Source: an optimization exercise on an open RTL-to-GDS flow (aim: small area). Production flows keep margins and buffers that such runs may drop. Function was checked by simulation only, so behaviour that the tests miss may differ from the original.

==> run R: inputs <==
==> flow/design.v (excerpt) <==
module snakeArenaTop #(
	parameter int NUM_VENOMS = 3,
	parameter int MAX_HEALTH = 3
) (
	input  logic       vga_clk,
	input  logic       rstN,
	input  snakeArenaPkg::coordT      drawX,
	input  snakeArenaPkg::coordT      drawY,
	input  logic       blank,
	input  snakeArenaPkg::coordT      snake1X,
	input  snakeArenaPkg::coordT      snake1Y,
	input  snakeArenaPkg::coordT      snake2X,
	input  snakeArenaPkg::coordT      snake2Y,
	input  logic [NUM_VENOMS*10-1:0]      venomX,
	input  logic [NUM_VENOMS*10-1:0]      venomY,
	input  logic [NUM_VENOMS*10-1:0]      venomR,
	input  logic [NUM_VENOMS-1:0] venomActive,
	input  snakeArenaPkg::pixelColor  bgPixel,
	input  snakeArenaPkg::pixelColor  snake1Pixel,
	input  snakeArenaPkg::pixelColor  snake2Pixel,
	output logic [3:0] red,
	output logic [3:0] green,
	output logic [3:0] blue,
	output snakeArenaPkg::healthT     snake2Health,
	output logic       snake1Won
);
	logic snake1On;
	logic snake2On;
	logic [NUM_VENOMS-1:0] venomOn;
	logic heartOn;
	spriteHitTest #(
		.NUM_VENOMS(NUM_VENOMS)
	) i_spriteHitTest (
		.drawX(drawX), .drawY(drawY),
		.snake1X(snake1X), .snake1Y(snake1Y),
		.snake2X(snake2X), .snake2Y(snake2Y),
		.venomX(venomX), .venomY(venomY), .venomR(venomR),
		.venomActive(venomActive),
		.snake1Pixel(snake1Pixel), .snake2Pixel(snake2Pixel),
		.snake1On(snake1On), .snake2On(snake2On), .venomOn(venomOn)
	);
	logic anyVenom;
  ...
Settings: LEC_CHECK=0, CAP_MARGIN=20, CORE_MARGIN=2, CORE_UTILIZATION=40, SLEW_MARGIN=20, SYNTH_HIERARCHICAL=1; clock period 14.0 ns.
standard.sh (not shown) runs the stock make flow with config.mk's settings and CLKGATE_MAP_FILE= SYNTH_SCRIPT=/design/flow/synth_recipe.tcl, a recipe that flattens the netlist after the stock synthesis.
==> flow/flow/run.sh <==
#!/bin/bash
# The standard layout, with each port buffered by the smallest buffer
# (buf_1) instead of the one buffer_ports picks by default.
set -euo pipefail
export BUFFER_PORTS_ARGS="-buffer_cell sky130_fd_sc_hd__buf_1"
bash standard.sh > standard.log 2>&1
==> run E: changes against run R <==
==> flow/run.sh (new file) <==
#!/bin/bash
# synth_recipe.tcl (not shown) runs the flow's synth.tcl, then flattens the netlist and writes it again
# the make line also repeats each setting of config.mk as NAME=value (left out here)
make -C /OpenROAD-flow-scripts/flow DESIGN_CONFIG=/design/flow/config.mk WORK_HOME=/design/flow/orfs CLKGATE_MAP_FILE= SYNTH_SCRIPT=/design/flow/synth_recipe.tcl finish
removed: flow/flow/run.sh
removed: flow/standard.sh
==> comparison table <==
Status: run E no timing/DRC/antenna violations; run R no timing/DRC/antenna violations
Max incr delay on CP: run E 770 ps; run R 760 ps
DP HPWL: run E 39.49 mm; run R 40.20 mm
Routed wire length: run E 45.28 mm; run R 45.78 mm
Final Core Density: run E 46.89%; run R 43.55%
Worst Tran Pin Value: run E 727.9 ps; run R 975.2 ps
Met2 Usage GRT: run E 38.96%; run R 40.98%
Total met2 wirelength after detailed routing: run E 22.98 mm; run R 24.06 mm
Fraction of area in registers: run E 2.109%; run R 2.271%
Final period util: run E 93.68%; run R 91.74%
Max frequency: run E 76.25 MHz; run R 77.86 MHz
Crit Reg-Reg Endpoint: run E outPix[2]$_DFF_PN0_; run R outPix[7]$_DFF_PN0_
Final clock-cell share: run E 0.4650%; run R 0.4443%
Number of diodes: run E 2; run R 0
Insertion delay to the later sink of the worst-skew pair: run E 240 ps; run R 250 ps
Worst slack at placement: run E 570.2 ps; run R 844.6 ps
Placed instance count: run E 2123; run R 2115
Share of cell area taken by multi-input logic gates: run E 80.63%; run R 86.83%
Final hold slack: run E 459.7 ps; run R 465.1 ps
Area growth from synthesis to layout: run E 15.98%; run R 7.702%
Final Non-Filler Cells: run E 2129; run R 2119
Initial antenna violation count: run E 6; run R 4
Clock Skews: run E 4.404 ps; run R 5.529 ps

==> afterwards: timing with drivers on the ports <==
In the flow no input, the clock included, has a driving cell. The finished layouts below were timed again as built, in two steps.
Step 1 assumes that a clkbuf_16 drives the clock port and a buf_2 every other input.
Step 2 moves the port delays by t, midway between the first and last clock arrival at a register: inputs arrive t later, outputs are due t later. That takes back most of the time a late clock gives input paths.
Slacks: ideal ports / drivers / drivers and shift; pairs: ideal ports / drivers.
run | t (ns) | setup WS [ns] | latest minus earliest clock arrival (ns) | slew at the worst register clock pin (ns) | cell pins on the clock port's net
run R | 0.273 | 1.156 / 1.157 / 0.885 | 0.006 / 0.005 | 0.05 / 0.05 | 1
run E | 0.272 | 0.885 / 0.877 / 0.605 | 0.004 / 0.004 | 0.05 / 0.05 | 1
After both steps every run listed still meets setup and hold. For run E, which loses most, drivers alone change the setup slack by -0.008 ns; drivers and shift together by -0.280 ns.
